This design comes from an exercise in tuning for small area, a short achievable clock period and few clock cycles per item on the open sky130 flow, not from production work.
The RTL was checked by simulation tests, not by an equivalence proof against the original design.
No activity file was given, so power comes from the tool's default toggle rates.

### config.mk
export PLATFORM = sky130hd
export DESIGN_NAME = nonpreemptive_process_scheduler
export DESIGN_NICKNAME = nonpreemptive_process_scheduler
export VERILOG_FILES = /design/flow/design.v
export SDC_FILE = /design/flow/constraint.sdc
export NUM_CORES = 4
export LEC_CHECK = 0
export CAP_MARGIN = 20
export CORE_MARGIN = 2
export CORE_UTILIZATION = 40
export SLEW_MARGIN = 20
### run.sh
#!/bin/bash
# synth_recipe.tcl (not shown) runs the flow's synth.tcl, then flattens the netlist and writes it again
# the make line also repeats each setting of config.mk as NAME=value (left out here)
make -C /OpenROAD-flow-scripts/flow DESIGN_CONFIG=/design/flow/config.mk WORK_HOME=/design/flow/orfs CLKGATE_MAP_FILE= SYNTH_SCRIPT=/design/flow/synth_recipe.tcl finish
### constraint.sdc
create_clock -name core_clock -period 5.5 [get_ports {i_clk}]
set_input_delay 1.1000 -clock core_clock [delete_from_list [all_inputs] [get_ports {i_clk}]]
set_output_delay 1.1000 -clock core_clock [all_outputs]
set_load 0.01 [all_outputs]
### design.v
`default_nettype none
package nps_pkg;
    localparam int NUM_PROCESSES_DEF = 8;
    localparam int ARR_W      = 16;
    localparam int BUR_W      = 16;
    localparam int PRI_W      = 8;
    localparam int KEY_W      = 16;
    localparam int TIME_W     = 24;
    localparam int PROC_W     = 3;
    localparam int MODE_W     = 2;
    localparam int CTX_W      = 8;
    localparam int CFG_IDX_W  = 1;
    localparam int CFG_DATA_W = 8;
    localparam logic [MODE_W-1:0] MODE_FCFS = 2'd0;
    localparam logic [MODE_W-1:0] MODE_SJF  = 2'd1;
    localparam logic [MODE_W-1:0] MODE_PRIO = 2'd2;
    localparam logic [CFG_IDX_W-1:0] REG_MODE   = 1'b0;
    localparam logic [CFG_IDX_W-1:0] REG_CTX_SW = 1'b1;
    typedef struct packed {
        logic [ARR_W-1:0] arrival;
        logic [BUR_W-1:0] burst;
        logic [PRI_W-1:0] prio;
    } t_rec;
    localparam int REC_W = ARR_W + BUR_W + PRI_W;
    function automatic logic [KEY_W-1:0] key_of(input logic [MODE_W-1:0] mode,
                                                input t_rec rec);
        logic [KEY_W-1:0] key;
        unique case (mode)
            MODE_FCFS: key = rec.arrival;
            MODE_SJF:  key = rec.burst;
            default:   key = {{(KEY_W-PRI_W){1'b0}}, rec.prio};
        endcase
        key_of = key;
    endfunction
endpackage
`default_nettype wire
`default_nettype none
module nps_ram #(
    parameter int WIDTH = 8,
    parameter int DEPTH = 8
) (
    input  wire logic                                  i_clk,
    input  wire logic                                  i_we,
    input  wire logic [(DEPTH > 1 ? $clog2(DEPTH) : 1)-1:0] i_waddr,
    input  wire logic [WIDTH-1:0]                      i_wdata,
    input  wire logic [(DEPTH > 1 ? $clog2(DEPTH) : 1)-1:0] i_raddr,
    output logic      [WIDTH-1:0]                      o_rdata
);
    logic [WIDTH-1:0] r_mem [DEPTH];
    always_ff @(posedge i_clk) begin
        if (i_we) begin
            r_mem[i_waddr] <= i_wdata;
        end
        o_rdata <= r_mem[i_raddr];
    end
endmodule
`default_nettype wire
`default_nettype none
module nonpreemptive_process_scheduler #(
    parameter int NUM_PROCESSES = nps_pkg::NUM_PROCESSES_DEF
) (
    input  wire logic                             i_clk,
    input  wire logic                             i_rst_n,
    input  wire logic                             i_cfg_we,
    input  wire logic [nps_pkg::CFG_IDX_W-1:0]    i_cfg_idx,
    input  wire logic [nps_pkg::CFG_DATA_W-1:0]   i_cfg_data,
    input  wire logic                             i_req_valid,
    output      logic                             o_req_ready,
    input  wire logic [nps_pkg::ARR_W-1:0]        i_req_arrival_time,
    input  wire logic [nps_pkg::BUR_W-1:0]        i_req_burst_time,
    input  wire logic [nps_pkg::PRI_W-1:0]        i_req_priority_level,
    input  wire logic                             i_req_last_process,
    output      logic                             o_res_valid,
    input  wire logic                             i_res_ready,
    output      logic [nps_pkg::PROC_W-1:0]       o_res_process,
    output      logic [nps_pkg::TIME_W-1:0]       o_res_start_time,
    output      logic [nps_pkg::TIME_W-1:0]       o_res_finish_time,
    output      logic [nps_pkg::TIME_W-1:0]       o_res_waiting_time,
    output      logic [nps_pkg::TIME_W-1:0]       o_res_end_time,
    output      logic                             o_res_last_result
);
    localparam int P   = NUM_PROCESSES;
    localparam int IW  = (P > 1) ? $clog2(P) : 1;
    localparam int TW  = nps_pkg::TIME_W;
    localparam int AW  = nps_pkg::ARR_W;
    localparam int BW  = nps_pkg::BUR_W;
    localparam int CW  = BW + 1;         
    localparam int PW  = nps_pkg::PRI_W;
    localparam int KW  = CW;             
    localparam int GW  = 3;              
    logic [nps_pkg::MODE_W-1:0]     r_mode;
    logic [nps_pkg::CTX_W-1:0]      r_ctx;
    logic [P-1:0]                   r_vld;
    logic [GW-1:0]                  r_tag  [P];
    logic [IW-1:0]                  r_slot [P];
    logic [AW-1:0]                  r_arr  [P];
    logic [CW-1:0]                  r_bc   [P];    
    logic [PW-1:0]                  r_pri  [P];
    logic [P-1:0]                   r_kb   [P];    
    logic [P-1:0]                   r_ab   [P];    
    logic                           r_in_vld;
    logic [AW-1:0]                  r_in_arr;
    logic [CW-1:0]                  r_in_bc;
    logic [PW-1:0]                  r_in_pri;
    logic                           r_in_last;
    logic [GW-1:0]                  r_ltag;
    logic [IW-1:0]                  r_lslot;
    logic [GW-1:0]                  r_stag;
    logic                           r_first;
    logic [P-1:0]                   r_aw;        
    logic                           r_aw_ok;     
    logic                           r_out_vld;
    logic [nps_pkg::PROC_W-1:0]     r_out_proc;
    logic [TW-1:0]                  r_out_start;
    logic [AW-1:0]                  r_out_arr;
    logic [TW-1:0]                  r_out_end;
    logic                           r_out_last;
    assign o_res_valid        = r_out_vld;
    assign o_res_process      = r_out_proc;
    assign o_res_start_time   = r_out_start;
    function automatic logic [TW-1:0] sub_of(input logic [TW-1:0] a, input logic [TW-1:0] b);
        logic [31:0] g;
        logic [31:0] p;
        logic [31:0] gn;
        logic [31:0] pn;
        logic [TW-1:0] x;
        g = '0;
        p = '0;
        for (int i = 0; i < TW; i++) begin
            x[i] = a[i] ^ !b[i];
            g[i] = a[i] && !b[i];
            p[i] = x[i];
        end
        g[0] = g[0] || p[0];
        for (int lv = 0; lv < 5; lv++) begin
            gn = g;
            pn = p;
            for (int i = 0; i < 32; i++) begin
                if (i >= (1 << lv)) begin
                    gn[i] = g[i] || (p[i] && g[i - (1 << lv)]);
                    pn[i] = p[i] && p[i - (1 << lv)];
                end
            end
            g = gn;
            p = pn;
        end
        sub_of[0] = !x[0];
        for (int i = 1; i < TW; i++) sub_of[i] = x[i] ^ g[i-1];
    endfunction
    assign o_res_finish_time  = sub_of(r_out_end, {{(TW-nps_pkg::CTX_W){1'b0}}, r_ctx});
    assign o_res_waiting_time = sub_of(r_out_start, {{(TW-AW){1'b0}}, r_out_arr});
    assign o_res_end_time     = r_out_end;
    assign o_res_last_result  = r_out_last;
    logic [KW-1:0]                  wr_key;
    logic                           in_acc;
    logic                           mv;
    logic                           closes;
    logic [P-1:0]                   wsel;        
    logic [P-1:0]                   wen;         
    logic                           has_free;
    logic                           gen_room;
    logic                           pick;
    logic [P-1:0]                   sel;
    function automatic logic [KW-1:0] key_sel(input logic [nps_pkg::MODE_W-1:0] mode,
                                              input logic [CW-1:0] bc,
                                              input logic [PW-1:0] p);
        if (mode == nps_pkg::MODE_SJF) key_sel = bc;
        else                           key_sel = {{(KW-PW){1'b0}}, p};
    endfunction
    function automatic logic [1:0] cmp_of(input logic [KW-1:0] a, input logic [KW-1:0] b);
        logic [31:0] l;
        logic [31:0] g;
        l = '0;
        g = '0;
        for (int i = 0; i < KW; i++) begin
            l[i] = !a[i] && b[i];
            g[i] = a[i] && !b[i];
        end
        for (int lv = 0; lv < 5; lv++) begin
            for (int i = 0; i < (16 >> lv); i++) begin
                l[i] = l[2*i+1] || (!g[2*i+1] && l[2*i]);
                g[i] = g[2*i+1] || (!l[2*i+1] && g[2*i]);
            end
        end
        cmp_of = {l[0], g[0]};
    endfunction
    assign wr_key = key_sel(r_mode, r_in_bc, r_in_pri);
    always_comb begin
        wsel = '0;
        for (int i = P - 1; i >= 0; i--) begin
            if (!r_vld[i]) wsel = P'(1) << i;
        end
    end
    assign has_free    = !(&r_vld);
    assign gen_room    = (GW'(r_ltag - r_stag) != {GW{1'b1}});
    assign mv          = r_in_vld && gen_room && (has_free || pick);
    assign o_req_ready = !r_in_vld || mv;
    assign in_acc      = i_req_valid && o_req_ready;
    assign wen         = {P{mv}} & (has_free ? wsel : sel);
    assign closes      = r_in_last || (r_lslot == IW'(P - 1));
    logic [P-1:0]                   new_klt;     
    logic [P-1:0]                   new_alt;     
    always_comb begin
        for (int q = 0; q < P; q++) begin
            logic [KW-1:0] kq;
            logic [1:0]    kc;
            logic [1:0]    ac;
            kq = key_sel(r_mode, r_bc[q], r_pri[q]);
            kc         = cmp_of(wr_key, kq);
            ac         = cmp_of({{(KW-AW){1'b0}}, r_in_arr}, {{(KW-AW){1'b0}}, r_arr[q]});
            new_klt[q] = (r_mode == nps_pkg::MODE_FCFS) ? ac[1] : kc[1];
            new_alt[q] = ac[1] || (!ac[0] && new_klt[q]);
        end
    end
    logic [P-1:0]                   memb;
    logic [P-1:0]                   cand;
    logic                           any_cand;
    logic [P-1:0]                   kwin;
    logic [P-1:0]                   aw2;         
    logic [P-1:0]                   nmemb;       
    logic [P-1:0]                   nawin;       
    logic                           new_first;   
    logic                           new_nfirst;  
    logic [P-1:0]                   aw_nxt;
    logic                           aw_ok_nxt;
    logic                           sched_ok;
    logic                           out_free;
    logic                           sel_last;
    logic [CW:0]                    k_end [P];   
    logic [CW:0]                    kw_end;
    logic [TW-CW-1:0]               t_hi_inc;
    logic [AW-1:0]                  kw_arr;
    logic [IW-1:0]                  kw_slot;
    logic [AW-1:0]                  aw_arr;
    logic [CW-1:0]                  aw_bc;
    logic [IW-1:0]                  aw_slot;
    logic [TW-1:0]                  aw_end;
    logic [TW-1:0]                  sel_start;
    logic [AW-1:0]                  sel_arr;
    logic [IW-1:0]                  sel_slot;
    logic [TW-1:0]                  sel_end;
    function automatic logic kb_of(input int i, input int j);
        if (i < j) kb_of = r_kb[i][j];
        else       kb_of = !r_kb[j][i];
    endfunction
    function automatic logic ab_of(input int i, input int j);
        if (i < j) ab_of = r_ab[i][j];
        else       ab_of = !r_ab[j][i];
    endfunction
    always_comb begin
        for (int i = 0; i < P; i++) begin
            logic [1:0] tc;
            tc       = cmp_of({{(KW-AW){1'b0}}, r_arr[i]}, {{(KW-AW){1'b0}}, r_out_end[AW-1:0]});
            memb[i]  = r_vld[i] && (r_tag[i] == r_stag);
            nmemb[i] = r_vld[i] && (r_tag[i] == GW'(r_stag + GW'(1)));
            cand[i]  = memb[i] && !r_first &&
                       ((r_out_end[TW-1:AW] != '0) || !tc[0]);
            k_end[i] = {1'b0, r_out_end[CW-1:0]} + {1'b0, r_bc[i]};
        end
        any_cand = |cand;
        for (int i = 0; i < P; i++) begin
            kwin[i]  = cand[i];
            aw2[i]   = memb[i] && !r_aw[i];
            nawin[i] = nmemb[i];
            for (int j = 0; j < P; j++) begin
                if (j != i) begin
                    if (cand[j] && !kb_of(i, j)) kwin[i] = 1'b0;
                    if (memb[j] && !r_aw[j] && !ab_of(i, j)) aw2[i] = 1'b0;
                    if (nmemb[j] && !ab_of(i, j)) nawin[i] = 1'b0;
                end
            end
        end
        new_first  = !(|(r_aw & ~new_alt));
        new_nfirst = !(|(nawin & ~new_alt));
        kw_end  = '0;
        kw_arr  = '0;
        kw_slot = '0;
        aw_arr  = '0;
        aw_bc   = '0;
        aw_slot = '0;
        for (int i = 0; i < P; i++) begin
            kw_end  = kw_end  | ({(CW+1){kwin[i]}} & k_end[i]);
            kw_arr  = kw_arr  | ({AW{kwin[i]}} & r_arr[i]);
            kw_slot = kw_slot | ({IW{kwin[i]}} & r_slot[i]);
            aw_arr  = aw_arr  | ({AW{r_aw[i]}} & r_arr[i]);
            aw_bc   = aw_bc   | ({CW{r_aw[i]}} & r_bc[i]);
            aw_slot = aw_slot | ({IW{r_aw[i]}} & r_slot[i]);
        end
        aw_end = {{(TW-AW){1'b0}}, aw_arr} + {{(TW-CW){1'b0}}, aw_bc};
        sel       = any_cand ? kwin : r_aw;
        sel_start = any_cand ? r_out_end : {{(TW-AW){1'b0}}, aw_arr};
        sel_arr   = any_cand ? kw_arr : aw_arr;
        sel_slot  = any_cand ? kw_slot : aw_slot;
        t_hi_inc  = r_out_end[TW-1:CW] + (TW-CW)'(1);
        sel_end   = any_cand ? {(kw_end[CW] ? t_hi_inc : r_out_end[TW-1:CW]), kw_end[CW-1:0]}
                             : aw_end;
        sel_last  = 1'b1;
        for (int i = 0; i < P; i++) begin
            for (int j = i + 1; j < P; j++) begin
                if (memb[i] && memb[j]) sel_last = 1'b0;
            end
        end
    end
    assign sched_ok = (r_stag != r_ltag);
    assign out_free = !r_out_vld || i_res_ready;
    assign pick     = r_aw_ok && out_free;
    always_comb begin
        if (!r_aw_ok) begin
            aw_nxt    = (mv && (r_ltag == r_stag) && new_first) ? wen : r_aw;
            aw_ok_nxt = sched_ok || (mv && closes);
        end else if (pick && sel_last) begin
            aw_nxt    = (mv && (r_ltag == GW'(r_stag + GW'(1))) && new_nfirst) ? wen : nawin;
            aw_ok_nxt = (GW'(r_stag + GW'(1)) != r_ltag) || (mv && closes);
        end else if (pick && (!any_cand || (|(kwin & r_aw)))) begin
            aw_nxt    = aw2;
            aw_ok_nxt = 1'b1;
        end else begin
            aw_nxt    = r_aw;
            aw_ok_nxt = 1'b1;
        end
    end
    always_ff @(posedge i_clk) begin
        if (!i_rst_n) begin
            r_mode    <= nps_pkg::MODE_FCFS;
            r_ctx     <= '0;
            r_vld     <= '0;
            r_ltag    <= '0;
            r_lslot   <= '0;
            r_stag    <= '0;
            r_first   <= 1'b1;
            r_aw_ok   <= 1'b0;
            r_aw      <= '0;
            r_out_vld <= 1'b0;
            r_in_vld  <= 1'b0;
        end else begin
            r_aw_ok <= aw_ok_nxt;
            r_aw    <= aw_nxt;
            if (in_acc)  r_in_vld <= 1'b1;
            else if (mv) r_in_vld <= 1'b0;
            if (i_cfg_we) begin
                if (i_cfg_idx == nps_pkg::REG_MODE) r_mode <= i_cfg_data[nps_pkg::MODE_W-1:0];
                else                                r_ctx  <= i_cfg_data[nps_pkg::CTX_W-1:0];
            end
            if (mv) begin
                if (closes) begin
                    r_ltag  <= r_ltag + GW'(1);
                    r_lslot <= '0;
                end else begin
                    r_lslot <= r_lslot + IW'(1);
                end
            end
            for (int i = 0; i < P; i++) begin
                if (wen[i])                 r_vld[i] <= 1'b1;
                else if (pick && sel[i])    r_vld[i] <= 1'b0;
            end
            if (pick) begin
                r_out_vld <= 1'b1;
                r_first   <= sel_last;
                if (sel_last) r_stag <= r_stag + GW'(1);
            end else if (i_res_ready) begin
                r_out_vld <= 1'b0;
            end
        end
    end
    always_ff @(posedge i_clk) begin
        if (in_acc) begin
            r_in_arr  <= i_req_arrival_time;
            r_in_bc   <= {1'b0, i_req_burst_time} + {{(CW-nps_pkg::CTX_W){1'b0}}, r_ctx};
            r_in_pri  <= i_req_priority_level;
            r_in_last <= i_req_last_process;
        end
        for (int i = 0; i < P; i++) begin
            if (wen[i]) begin
                r_arr[i]  <= r_in_arr;
                r_bc[i]   <= r_in_bc;
                r_pri[i]  <= r_in_pri;
                r_slot[i] <= r_lslot;
                r_tag[i]  <= r_ltag;
            end
        end
        for (int i = 0; i < P; i++) begin
            for (int j = i + 1; j < P; j++) begin
                if (wen[i]) begin
                    r_kb[i][j] <= new_klt[j];
                    r_ab[i][j] <= new_alt[j];
                end else if (wen[j]) begin
                    r_kb[i][j] <= !new_klt[i];
                    r_ab[i][j] <= !new_alt[i];
                end
            end
        end
        if (pick) begin
            r_out_proc  <= nps_pkg::PROC_W'(sel_slot);
            r_out_start <= sel_start;
            r_out_arr   <= sel_arr;
            r_out_end   <= sel_end;
            r_out_last  <= sel_last;
        end
    end
endmodule
`default_nettype wire
==> run summary <==
Required @ worst endpoint=4400 ps; largest net degree at the start of global routing=60; H-tree depth=3; WL final=170,000 um; area occupied by multi-input gates=0.0233 sq mm; hold path cells=2; Setup CP Type=reg2out; Initial Util=40.4%; outcome=finished clean; final hold viol count=0; clk latency of the worst-skew pair=680 ps; commonest cells after routing, fill and taps aside=edfxtp_1, a21oi_1, nand2_1; leakage=0.0177 uW; clk root buf=clkbuf_16; via count=39,000; synthesized area per cell=9.66 sq um; Max Slew Vio Count=0; GRT Util Overall=30.8%; initial antenna violation count=7; share of layout cells above drive strength 1=8.36%; final setup violation count=0; gr ovfl total=0; min-delay worst type=reg2reg; period utilisation layout=97.5%; syn_nets=4,611; I/O Buffers=156; Int Pwr=12,300 uW; Arr. time, crit path=4260 ps; antenna-violating nets left=0; Die H=328 um; # DRC=0; first-pass GRT wire length=246,000 um; register area=0.0171 sq mm; reg2reg start=r_out_end[8]$_DFFE_PP_; Num Clock Sinks=581; terminus of the critical flop-to-flop path=r_arr[7][7]$_DFFE_PP_; initial DRC count=5,329; #FFs+latches synth=581; CTS clk-pin slew, worst paths=60 ps; Synth cell types=102; register area share after synthesis=40.6%; Max Cap Viol=0; # hold bufs at CTS=0; Setup crit end kind=output port; post-synthesis cell area=0.0420 sq mm; EDFF count, synth=542; worst-case clock buffer depth=3; die area=0.108 sq mm; vias in the first global route=36,500; FF-to-FF path depth=13; die width=328 um; fill count=9,874; Top FF cell, synth=edfxtp_1; Sequential Power Share=28.0%; R2R Setup Slk=450 ps; io pins=157; RD Place Congestion=1.04; Peak Freq=186 MHz; Area Overhead vs Synth=15.4%; Fin Setup TNS=0 ps; Hold Path End=r_ctx[3]$_SDFFE_PN0P_; Min Clock Period, post-route=5360 ps; vias per inst=6.50; clock share of power=22.2%; final setup skew=46.0 ps; Synth Warn #=9; HPWL Detailed=130,000 um; Util after Layout=46.7%; Peak VDD IR=0.000358 V; worst-path fanout max=22; combinational share of power=49.7%; switching share of power=41.5%; most common cell after layout, fill and taps aside=edfxtp_1; post-synthesis async set-or-reset flop share=0%; Pre-Repair DR Iteration Count=8; startpoint types=flop; Worst Min Path Start=r_ctx[3]$_SDFFE_PN0P_; Inserted Clock Buffers=71; post-route cell area=0.0485 sq mm; nets=4,823; placed cell areas=0.0461 sq mm; routed len/inst=28.4 um; pwr dens=433 mW/mm^2; Core ar.=0.104 sq mm; Max transition margin=33.5%; CTS tree=done; row cnt=118; Sw Pwr=8720 uW; Pwr Total=21,000 uW; Worst-Margin Slew=997 ps; Gate Count Post-Synth=4,351
[per-layer routing]
metal | vias to the layer above | wire (um) | track usage [%]
met5 | - | 40 | 0
met4 | 6 | 7480 | 12.8
met3 | 399 | 18700 | 5.51
met2 | 2343 | 74800 | 47.5
met1 | 19100 | 69500 | 42.5
li1 | 17200 | - | -
[power groups by stage]
| stage | Combinational, uW | Clock [uW] | Sequential (uW) |
|---|---|---|---|
| after floorplan | 6390 | 0 | 5860 |
| after global routing | 11300 | 4900 | 5910 |
| after detailed placement | 10100 | 0 | 5950 |
| final | 10400 | 4670 | 5890 |
| after global placement | 10000 | 0 | 5940 |
| after CTS | 10200 | 4730 | 5860 |
[state kept, by name (all words and copies together), names as in the netlist, 16 cells and up]
name         cells
r_out_arr       16
r_pri           64
r_kb            28
r_out_start     24
r_in_bc         17
r_in_arr        16
r_tag           24
r_arr          128
r_slot          24
r_ab            28
r_bc           136
r_out_end       24
[kinds of logic after synthesis]
kind of cell,after synthesis,synth area share (%)
AOI/OAI and AO/OA,1493,24.7
and+or+nand+nor,1201,15.0
DFF,581,40.6
buffers and inverters,465,4.29
adders and majority gates,386,10.7
xor gates and xnor gates,223,4.75
muxes,2,0.0476
[per-stage QoR]
| step | hold WS, ps | std cells | worst slack [ps] |
|---|---|---|---|
| after floorplan | 453 | 4351 | 305 |
| after CTS | 483 | 5997 | 16.1 |
| after detailed placement | 475 | 5865 | 127 |
| after global placement | 466 | 5865 | 214 |
| final | 478 | 6001 | 136 |
| after global routing | 501 | 6000 | -81.4 |
[repair_timing]
item	4_1_cts	5_1_grt
endpoints found under the setup margin	19	13
pin swaps	5	8
gates resized for setup	24	22
buffers inserted	3	2
[cells in the mapped netlist (132+ instances only)]
library cell  count  area (sq um)
edfxtp_1        542         16300
a21oi_1         317          1590
nand2_1         262           983
inv_1           247           927
o21ai_0         216          1080
nor2_1          212           796
a22oi_1         192          1440
ha_1            192          2400
maj3_1          178          1780
xnor2_1         158          1380
nor2b_1         151           945
nand2b_1        139           870
clkbuf_1        132           495
[critical path, cell delays in order, from the launching register on]
cell and delay, ps:
edfxtp_1 420, buf_8 210, ha_1 310, a21o_1 160, a21oi_1 230, o21ai_0 190
a21o_1 260, nand2_2 140, nand2_1 70, a21o_1 220, a21oi_1 150, buf_4 180
nand3_1 140, nor3_2 170, xor2_1 150, clkdlybuf4s50_1 570
[how the worst max path moves through the flow]
stage                     slack, ps                     end                      from  cells past startpoint
final                           140   o_res_finish_time[21]    r_out_end[1]$_DFFE_PP_                     15
after global routing            -80   o_res_finish_time[21]    r_out_end[1]$_DFFE_PP_                     15
after CTS                        20  o_res_waiting_time[23]  r_out_start[1]$_DFFE_PP_                     17
after detailed placement        130  o_res_waiting_time[16]  r_out_start[0]$_DFFE_PP_                     18
after global placement          210  o_res_waiting_time[23]  r_out_start[1]$_DFFE_PP_                     16
after floorplan                 310    r_kb[3][4]$_DFFE_PP_               i_res_ready                     10
[final cells by class]
class	count	share of cell area [%]
inverter	261	2.03
clock buffer	91	3.84
sequential	581	35.2
antenna	2	0.0103
clock inverter	38	0.838
timing repair buffer	343	6.53
tap	1380	3.56
multi-input combinational	3305	48.0
Testbench counts, summed over its fixed seeds: cycles 2,637, items 2,397.

what the ideal ports hide:
The results above use ideal ports. As a check the final layout listed here was re-extracted and re-timed, cells and wires unchanged. Step 1, drivers: a clkbuf_16 drives i_clk and a buf_2 each remaining input, both assumed. Step 2, shift: input delay + t, output delay - t, t = (earliest + latest rising clock arrival at the registers) / 2. This alone moves slack from input paths to output paths. a / b / c = ideal / step 1 / step 2; a / b = the first two.
t (ns): 0.730
setup slack, ns: 0.136 / 0.061 / 0.450
worst setup path after step 2: register to register
After both steps setup and hold are still met in this run. For this run, drivers alone change the setup slack by -0.075 ns; drivers and shift together by +0.314 ns.
